From an optimization exercise on the open Yosys and OpenROAD flow, aimed at small area, a short achievable clock period and few clock cycles per item; shortcuts taken in it are not production practice. For this run, only the layout was checked, not whether the RTL still works. Power figures rest on the tool's default switching activity, not on a simulated workload.

File: flow/design.v
package fpu_ss_pkg;
  typedef logic [31:0] xlen_t;
  typedef logic [31:0] flen_t;
  typedef logic [4:0]  reg_addr_t;
  typedef logic [3:0]  instr_id_t;
  typedef logic [4:0]  fflags_t;
  typedef logic [2:0]  frm_t;
  typedef logic [11:0] csr_addr_t;
  typedef enum logic [3:0] {
    OpNone,
    OpSgnj,
    OpSgnjn,
    OpSgnjx,
    OpMvWX,
    OpMvXW,
    OpFeq,
    OpFlt,
    OpFle,
    OpCsrRw,
    OpCsrRs,
    OpCsrRc
  } fp_op_e;
  localparam logic [6:0] OPC_OP_FP  = 7'b1010011;
  localparam logic [6:0] OPC_SYSTEM = 7'b1110011;
  localparam logic [6:0] FUNCT7_SGNJ  = 7'b0010000;
  localparam logic [6:0] FUNCT7_CMP   = 7'b1010000;
  localparam logic [6:0] FUNCT7_MV_XW = 7'b1110000;
  localparam logic [6:0] FUNCT7_MV_WX = 7'b1111000;
  localparam csr_addr_t CSR_FFLAGS = 12'h001;
  localparam csr_addr_t CSR_FRM    = 12'h002;
  localparam csr_addr_t CSR_FCSR   = 12'h003;
  localparam int unsigned NUM_FP_REGS = 32;
  localparam fflags_t FLAG_NV = 5'b10000;
  localparam int unsigned QNAN_BIT = 22;
endpackage
`timescale 1ns/1ps
module fpu_ss (
  input  logic                  clk_i,
  input  logic                  reset_i,
  input  logic                  issue_valid_i,
  output logic                  issue_ready_o,
  input  fpu_ss_pkg::xlen_t     issue_instr_i,
  input  fpu_ss_pkg::xlen_t     issue_rs1_i,
  input  fpu_ss_pkg::instr_id_t issue_id_i,
  output logic                  issue_accept_o,
  output logic                  issue_writeback_o,
  output logic                  result_valid_o,
  input  logic                  result_ready_i,
  output fpu_ss_pkg::instr_id_t result_id_o,
  output fpu_ss_pkg::reg_addr_t result_rd_o,
  output fpu_ss_pkg::xlen_t     result_data_o,
  output logic                  result_we_o
);
  logic [6:0]  opcode;
  logic [2:0]  funct3;
  logic [4:0]  rs2;
  logic [6:0]  funct7;
  logic        is_op_fp;
  logic        is_system;
  logic        f3_lt3;
  logic        dec_sgnj;
  logic        dec_cmp;
  logic        dec_mv;
  logic        dec_csr;
  assign opcode = issue_instr_i[6:0];
  assign funct3 = issue_instr_i[14:12];
  assign rs2    = issue_instr_i[24:20];
  assign funct7 = issue_instr_i[31:25];
  assign is_op_fp  = (opcode == 7'b1010011);
  assign is_system = (opcode == 7'b1110011);
  assign f3_lt3    = ~funct3[2] & ~(funct3[1] & funct3[0]);
  assign dec_sgnj = is_op_fp && funct7 == 7'b0010000 && f3_lt3;
  assign dec_cmp  = is_op_fp && funct7 == 7'b1010000 && f3_lt3;
  assign dec_mv   = is_op_fp && funct7[6:4] == 3'b111 && funct7[2:0] == 3'b000 &&
                    rs2 == 5'd0 && funct3 == 3'b000;
  assign dec_csr  = is_system && issue_instr_i[31:22] == 10'd0 && issue_instr_i[21:20] != 2'b00 &&
                    ~funct3[2] && funct3[1:0] != 2'b00;
  assign issue_accept_o = dec_sgnj | dec_cmp | dec_mv | dec_csr;
  assign issue_writeback_o = issue_instr_i[5] | (issue_instr_i[31] & ~issue_instr_i[28]);
  logic                  p_valid_q;
  logic [4:0]            p_rs1_q;
  logic [4:0]            p_rs2_q;
  logic [4:0]            p_rd_q;
  logic [3:0]            p_id_q;
  logic [1:0]            p_f3_q;
  logic                  p_csr_q;     
  logic                  p_f7_6_q;    
  logic                  p_f7_5_q;    
  logic                  p_f7_3_q;    
  logic [31:0]           p_int_q;
  logic                  r_valid_q;
  logic                  r_free;
  logic                  p_adv;
  assign r_free        = ~r_valid_q | result_ready_i;
  assign p_adv         = p_valid_q & r_free;
  assign issue_ready_o = ~p_valid_q | r_free;
  always_ff @(posedge clk_i) begin
    if (reset_i) begin
      p_valid_q <= 1'b0;
    end else if (issue_ready_o) begin
      p_valid_q <= issue_valid_i & issue_accept_o;
    end
  end
  always_ff @(posedge clk_i) begin
    if (issue_ready_o) begin
      p_rs1_q  <= issue_instr_i[19:15];
      p_rs2_q  <= issue_instr_i[24:20];
      p_rd_q   <= issue_instr_i[11:7];
      p_id_q   <= issue_id_i;
      p_f3_q   <= issue_instr_i[13:12];
      p_csr_q  <= issue_instr_i[5];
      p_f7_6_q <= issue_instr_i[31];
      p_f7_5_q <= issue_instr_i[30];
      p_f7_3_q <= issue_instr_i[28];
      p_int_q  <= issue_rs1_i;
    end
  end
  logic op_sgnj, op_mvwx, op_mvxw, op_cmp, op_fpw;
  assign op_sgnj = ~p_csr_q & ~p_f7_6_q;
  assign op_mvwx = ~p_csr_q & p_f7_3_q;
  assign op_mvxw = ~p_csr_q & p_f7_5_q & ~p_f7_3_q;
  assign op_cmp  = ~p_csr_q & p_f7_6_q & ~p_f7_5_q;
  assign op_fpw  = op_sgnj | op_mvwx;
  logic [31:0] regs_q [32];
  logic [31:0] sel_a;
  logic [31:0] sel_b;
  logic [31:0] a;
  logic [31:0] b;
  always_comb begin
    sel_a = '0;
    sel_b = '0;
    sel_a[p_rs1_q] = 1'b1;
    sel_b[p_rs2_q] = 1'b1;
  end
  always_comb begin
    a = '0;
    b = '0;
    for (int i = 0; i < 32; i++) begin
      a = a | ({32{sel_a[i]}} & regs_q[i]);
      b = b | ({32{sel_b[i]}} & regs_q[i]);
    end
  end
  logic        sgn;
  logic [31:0] fp_wdata;
  always_comb begin
    case (p_f3_q)
      2'b00:   sgn = b[31];
      2'b01:   sgn = ~b[31];
      default: sgn = a[31] ^ b[31];
    endcase
  end
  assign fp_wdata = op_mvwx ? p_int_q : {sgn, a[30:0]};
  always_ff @(posedge clk_i) begin
    for (int i = 0; i < 32; i++) begin
      if (p_adv && op_fpw && p_rd_q == 5'(i)) begin
        regs_q[i] <= fp_wdata;
      end
    end
  end
  logic a_nan, b_nan, any_nan, any_snan, both_zero, mag_eq, mag_lt, eq, lt, cmp_res, nv;
  assign a_nan     = (&a[30:23]) & (|a[22:0]);
  assign b_nan     = (&b[30:23]) & (|b[22:0]);
  assign any_nan   = a_nan | b_nan;
  assign any_snan  = (a_nan & ~a[22]) | (b_nan & ~b[22]);
  assign both_zero = ~(|a[30:0]) & ~(|b[30:0]);
  assign mag_eq    = (a[30:0] == b[30:0]);
  assign mag_lt    = (a[30:0] < b[30:0]);
  assign eq        = (mag_eq & (a[31] == b[31])) | both_zero;
  always_comb begin
    if (a[31] != b[31]) begin
      lt = a[31] & ~both_zero;
    end else if (a[31]) begin
      lt = ~mag_lt & ~mag_eq;
    end else begin
      lt = mag_lt;
    end
  end
  always_comb begin
    case (p_f3_q)
      2'b10:   cmp_res = eq;
      2'b01:   cmp_res = lt;
      default: cmp_res = lt | eq;
    endcase
    cmp_res = cmp_res & ~any_nan;
    nv      = (p_f3_q == 2'b10) ? any_snan : any_nan;
  end
  logic [4:0] fflags_q;
  logic [2:0] frm_q;
  logic [7:0] csr_old;
  logic [7:0] csr_new;
  always_comb begin
    case (p_rs2_q[1:0])
      2'b01:   csr_old = {3'b0, fflags_q};
      2'b10:   csr_old = {5'b0, frm_q};
      default: csr_old = {frm_q, fflags_q};
    endcase
    case (p_f3_q)
      2'b01:   csr_new = p_int_q[7:0];
      2'b10:   csr_new = csr_old | p_int_q[7:0];
      default: csr_new = csr_old & ~p_int_q[7:0];
    endcase
  end
  always_ff @(posedge clk_i) begin
    if (reset_i) begin
      fflags_q <= '0;
      frm_q    <= '0;
    end else if (p_adv) begin
      if (p_csr_q) begin
        if (p_rs2_q[0]) fflags_q <= csr_new[4:0];
        if (p_rs2_q[1]) frm_q <= p_rs2_q[0] ? csr_new[7:5] : csr_new[2:0];
      end else if (op_cmp && nv) begin
        fflags_q[4] <= 1'b1;
      end
    end
  end
  logic [31:0] res;
  logic [3:0]  r_id_q;
  logic [4:0]  r_rd_q;
  logic [31:0] r_data_q;
  logic        r_we_q;
  always_comb begin
    if (op_cmp)       res = {31'b0, cmp_res};
    else if (p_csr_q) res = {24'b0, csr_old};
    else if (op_mvwx) res = p_int_q;
    else if (op_mvxw) res = a;
    else              res = {sgn, a[30:0]};
  end
  always_ff @(posedge clk_i) begin
    if (reset_i) begin
      r_valid_q <= 1'b0;
    end else if (r_free) begin
      r_valid_q <= p_valid_q;
    end
  end
  always_ff @(posedge clk_i) begin
    if (r_free) begin
      r_id_q   <= p_id_q;
      r_rd_q   <= p_rd_q;
      r_data_q <= res;
      r_we_q   <= ~op_fpw;
    end
  end
  assign result_valid_o = r_valid_q;
  assign result_id_o    = r_id_q;
  assign result_rd_o    = r_rd_q;
  assign result_data_o  = r_data_q;
  assign result_we_o    = r_we_q;
endmodule
File: flow/run.sh
#!/bin/bash
# synth_recipe.tcl (not shown) runs the flow's synth.tcl, then flattens the netlist and writes it again
# the make line also repeats each setting of config.mk as NAME=value (left out here)
make -C /OpenROAD-flow-scripts/flow DESIGN_CONFIG=/design/flow/config.mk WORK_HOME=/design/flow/orfs CLKGATE_MAP_FILE= SYNTH_SCRIPT=/design/flow/synth_recipe.tcl finish
File: flow/config.mk
export PLATFORM = sky130hd
export DESIGN_NAME = fpu_ss
export DESIGN_NICKNAME = fpu_ss
export VERILOG_FILES = /design/flow/design.v
export SDC_FILE = /design/flow/constraint.sdc
export NUM_CORES = 4
export LEC_CHECK = 0
export CAP_MARGIN = 20
export CORE_MARGIN = 2
export CORE_UTILIZATION = 40
export SLEW_MARGIN = 20
File: flow/constraint.sdc
create_clock -name core_clock -period 5.0 [get_ports {clk_i}]
set_input_delay 1.0000 -clock core_clock [delete_from_list [all_inputs] [get_ports {clk_i}]]
set_output_delay 1.0000 -clock core_clock [all_outputs]
set_load 0.01 [all_outputs]
==> flow_summary_export.csv <==
group,metric,value,unit
grt,grt_max_degree,35,
synthesis,async_reset_ff_share,0,%
sta,worst_hold_margin,0.4214,ns
outcome,failed_layout_checks,"setup timing",
floorplanning,fp.dieArea,135000,µm²
floorplanning,initial_utilization,40.23,%
critical_path,crit_path_end_kind,"flip-flop",
sta,max_slew_margin,31.73,%
floorplanning,die_width,367.4,µm
clock_tree,tritoncts,"done",
synthesis,postSynth.topFlopCell,"sky130_fd_sc_hd__edfxtp_1",
finish,final_area,69970,µm²
grt,wire_length_of_the_first_global_routing_pass,414000,µm
sta,tightestPinTransition,1.020,ns
grt,grt_pass1_vias,46090,
placement,hpwl,212800,µm
critical_path,critical-path-slowest-cell,"sky130_fd_sc_hd__or3b_2",
sta,timing.final.hold_violations,0,
route,drt_pre_antenna_iters,12,
sta,final_critical_path_setup_slack,-0.4339,ns
finish,drive_above_1_share,29.12,%
synthesis,synth_sequential_area_ratio,64.23,%
synthesis,number_of_synthesized_flops_with_an_enable_pin,1123,
finish,design.final.nets,5061,
clock_tree,htree_num_levels,3,
route,ant_nets,0,
clock_tree,clockBufferDepth,3,
critical_path,crit_arrival,6.05,ns
critical_path,cpPeakStageDelay,0.52,ns
critical_path,type_of_the_setup_path_with_the_least_slack,"flip-flop to flip-flop",
route,drt-total-wl,316100,µm
outcome,outcome,"complete, but fails checks",
placement,post_dp_cell_area,64220,µm²
critical_path,cp_common_cell,"sky130_fd_sc_hd__buf_4",
clock_tree,tritoncts_buffer_count,121,
synthesis,syn_warnings,2,
sta,rsz0062_at_grt,"yes",
clock_tree,clkSinkCount,1133,
job,timing.max_cap.violations,0,
min_path,worst_hold_path_type,"flip-flop to flip-flop",
synthesis,synth_cell_types,88,
synthesis,synth_area,52810,µm²
finish,area.growth.synth_to_final,32.49,%
synthesis,synth_area_per_cell,12.95,µm²
placement,buffer_ports.inserted,117,
clock_tree,clkLatencyLatePin,0.83,ns
floorplanning,top_level_ports,118,
sta,report.final.setup_viol,2,
synthesis,ys_seq_elements,1133,
grt,grt_antenna_before_repair,14,
clock_tree,clkSlewWorstSetupHoldPaths,0.06,ns
sta,clock.fmax,0.1840,GHz
grt,globalRoute.totalOverflow,0,
route,routed_wire_length_per_instance,46.34,µm
sta,fin_crit_sh,108.7,%
pwr,powerDensity,369.2,nW/µm²
floorplanning,fp.dieH,367.4,µm
critical_path,cp-start-kind,"flip-flop",
floorplanning,core-area,131300,µm²
synthesis,instance_count_of_the_mapped_netlist,4077,
sta,max_slew_violations,0,
pwr,ir_worst_vdd,0.3472,mV
placement,globalplace.congestion,1.083,
route,drt-vias-per-instance,7.385,
grt,grt.total_usage,45.41,%
critical_path,critical-path-top-delay-family,"compound AO/OA/AOI/OAI gates",
clock_tree,clock_root_buffer_master,"sky130_fd_sc_hd__clkbuf_16",
critical_path,critical_path_required,5.62,ns
floorplanning,fp-row-count,133,
route,drt_first_iter_violations,11470,
route,vias,50380,
critical_path,critical_path.n_buffers_inverters,8,
pwr,leakage,24.24,nW
sta,clock_skew,0.05021,ns
critical_path,timing.critical_path.fanout_max,10,
route,remaining_drc_errors,0,
critical_path,worstPathCellList,"buf_6, buf_4, or3b_2, buf_4, o22a_2, nand2_2, buf_4, buf_6, buf_6, a22oi_1, o22a_1, o2111a_1, inv_1, ha_1, a21o_1, a21o_1, maj3_1, a21o_1, a221oi_2, buf_4, a2bb2oi_2, a22oi_2, o31ai_1",
sta,min_period,5.434,ns
synthesis,synth_nets,4187,
[cells by family after synthesis]
kind of cell / count (synthesis) / synth area share, %
AOI/OAI and AO/OA: 1399 / 19.95
DFF: 1133 / 64.23
and+or+nand+nor: 963 / 8.901
buffers and inverters: 391 / 2.959
muxes: 139 / 2.784
adders and majority gates: 41 / 0.9571
xor gates and xnor gates: 11 / 0.2251
[Yosys cell counts (24+ instances only)]
cell type	count	area share, %
sky130_fd_sc_hd__inv_1	44	0.31
sky130_fd_sc_hd__and3_1	54	0.64
sky130_fd_sc_hd__a222oi_1	104	2.0
sky130_fd_sc_hd__a31oi_1	62	0.73
sky130_fd_sc_hd__o22ai_1	96	1.1
sky130_fd_sc_hd__o2bb2ai_1	25	0.41
sky130_fd_sc_hd__a21oi_1	206	2.0
sky130_fd_sc_hd__ha_1	38	0.90
sky130_fd_sc_hd__buf_1	62	0.44
sky130_fd_sc_hd__a221o_1	37	0.70
sky130_fd_sc_hd__nor2b_1	31	0.37
sky130_fd_sc_hd__nor3_1	46	0.44
sky130_fd_sc_hd__nand2_1	312	2.2
sky130_fd_sc_hd__mux2i_1	76	1.4
sky130_fd_sc_hd__a21o_1	24	0.34
sky130_fd_sc_hd__a22o_1	89	1.5
sky130_fd_sc_hd__nand3_1	143	1.4
sky130_fd_sc_hd__mux2_2	63	1.3
sky130_fd_sc_hd__a22oi_1	262	3.7
sky130_fd_sc_hd__clkbuf_1	226	1.6
sky130_fd_sc_hd__a221oi_1	135	2.2
sky130_fd_sc_hd__o21ai_0	96	0.91
sky130_fd_sc_hd__a32oi_1	54	0.90
sky130_fd_sc_hd__nor2_1	191	1.4
sky130_fd_sc_hd__buf_2	52	0.49
sky130_fd_sc_hd__nand4_1	35	0.41
sky130_fd_sc_hd__edfxtp_1	1123	64
sky130_fd_sc_hd__nor4_1	38	0.45
sky130_fd_sc_hd__a211oi_1	29	0.41
[registers in the layout, summed over array words and instances, names as in the netlist]
register	cells
p_f3_q	2
r_data_q	32
p_csr_q	1
r_id_q	4
r_valid_q	1
p_f7_3_q	1
p_rs2_q	5
r_we_q	1
p_int_q	32
regs_q	1024
p_valid_q	1
fflags_q	5
p_f7_6_q	1
p_id_q	4
p_f7_5_q	1
frm_q	3
p_rd_q	5
p_rs1_q	5
r_rd_q	5
[worst reg2reg max path: cells and delay by family (launching register included)]
family                   cells  cell delay [ns]
flip-flops                   1             0.46
buffers and inverters        8             1.24
adder cells (fa/ha/maj)      2             0.61
AO/OA/AOI/OAI               11             2.29
AND/OR/NAND/NOR              2             0.64
[power by group]
part / switching (mW) / total, mW / internal [mW] / leakage (nW)
registers: 0.0301 / 10.9 / 10.9 / 10.4
logic: 3.48 / 5.46 / 1.97 / 11.9
clock network: 4.15 / 9.45 / 5.30 / 1.97
[per-stage QoR]
| stage | total power [mW] | std cells | worst slack (ns) | util [%] | TNS (ns) |
|---|---|---|---|---|---|
| finish | 25.84 | 6822 | -0.4339 | 53.29 | -0.5133 |
| global route | 26.20 | 6809 | -0.4572 | 53.27 | -0.5946 |
| CTS | 25.45 | 6785 | -0.2808 | 52.87 | -0.2808 |
| detailed placement | 16.00 | 6498 | -1.595 | 48.91 | -7.591 |
| global placement | 16.01 | 6497 | -1.734 | 48.90 | -13.80 |
| floorplan | 13.04 | 4077 | -0.006248 | - | -0.006248 |
[final timing paths]
check                                start           to  slack [ns]  depth (start not counted)
worst min-delay path             p_id_q[0]    r_id_q[0]        0.42                          0
worst min register to register   p_id_q[0]    r_id_q[0]        0.42                          0
worst max register to register  p_rs1_q[1]  r_data_q[0]       -0.43                         23
worst max-delay path            p_rs1_q[1]  r_data_q[0]       -0.43                         23
[routing by layer]
layer | global-route usage [%] | wire length, µm | share of wire [%] | vias to the layer above
li1 | - | - | - | 18670
met4 | 30.20 | 26870 | 8.5 | 4
met1 | 59.30 | 112200 | 35 | 24990
met2 | 62.84 | 126700 | 40 | 5363
met5 | 0 | 35 | 0.011 | -
met3 | 16.72 | 50360 | 16 | 1357
[area by class of cell]
type,instances,area [µm²]
fill,11120,61330
tap,1755,2196
clock inverter,85,975.9
inverter,45,181.4
sequential,1133,33920
timing repair buffer,1096,10760
clock buffer,139,3105
antenna,15,37.54
multi-input combinational,2554,18790
[cell usage in the layout (no fill, tap or decap), types with 35 or more instances in the layout]
master | Yosys | layout
sky130_fd_sc_hd__a21oi_1 | 206 | 185
sky130_fd_sc_hd__a221o_1 | 37 | 37
sky130_fd_sc_hd__a221oi_1 | 135 | 126
sky130_fd_sc_hd__a222oi_1 | 104 | 104
sky130_fd_sc_hd__a22o_1 | 89 | 88
sky130_fd_sc_hd__a22oi_1 | 262 | 253
sky130_fd_sc_hd__a31oi_1 | 62 | 59
sky130_fd_sc_hd__a32oi_1 | 54 | 53
sky130_fd_sc_hd__and3_1 | 54 | 53
sky130_fd_sc_hd__buf_12 | 0 | 162
sky130_fd_sc_hd__buf_4 | 4 | 775
sky130_fd_sc_hd__buf_6 | 2 | 35
sky130_fd_sc_hd__clkbuf_16 | 0 | 122
sky130_fd_sc_hd__clkdlybuf4s50_1 | 0 | 117
sky130_fd_sc_hd__edfxtp_1 | 1123 | 1123
sky130_fd_sc_hd__inv_1 | 44 | 37
sky130_fd_sc_hd__mux2_2 | 63 | 62
sky130_fd_sc_hd__mux2i_1 | 76 | 75
sky130_fd_sc_hd__nand2_1 | 312 | 306
sky130_fd_sc_hd__nand3_1 | 143 | 142
sky130_fd_sc_hd__nand4_1 | 35 | 35
sky130_fd_sc_hd__nor2_1 | 191 | 141
sky130_fd_sc_hd__nor2_4 | 0 | 43
sky130_fd_sc_hd__nor3_1 | 46 | 35
sky130_fd_sc_hd__o21ai_0 | 96 | 92
sky130_fd_sc_hd__o22ai_1 | 96 | 91
[repair_timing]
action / in CTS / in global routing
buffers inserted: 65 / 20
setup endpoints to repair: 35 / 35
hold buffers: 0 / 0
gates resized for setup: 103 / 69
pin swaps: 44 / 55
gates cloned: 1 / 2

[port drivers added, routing unchanged]
In the flow no input, the clock included, has a driving cell. The finished layout below was timed again as built, in two steps. Step 1: set_driving_cell puts a clkbuf_16 on clk_i and a buf_2 on each other input, an assumption about the parent block. Step 2 adds t to the input delays and takes it off the output delays; t is the mean of the earliest and latest rising clock arrival at the registers after step 1. Input paths then give back, and output paths get back, about the clock's delay inside the block. a / b / c = ideal / step 1 / step 2; a / b = the first two.
shift t [ns]: 0.895
setup WS [ns]: -0.434 / -0.434 / -0.434
slew at the worst register clock pin (ns): 0.07 / 0.07
pins driven straight from the clock port: 1
For this run, drivers alone change the setup slack by 0.000 ns; drivers and shift together by 0.000 ns.
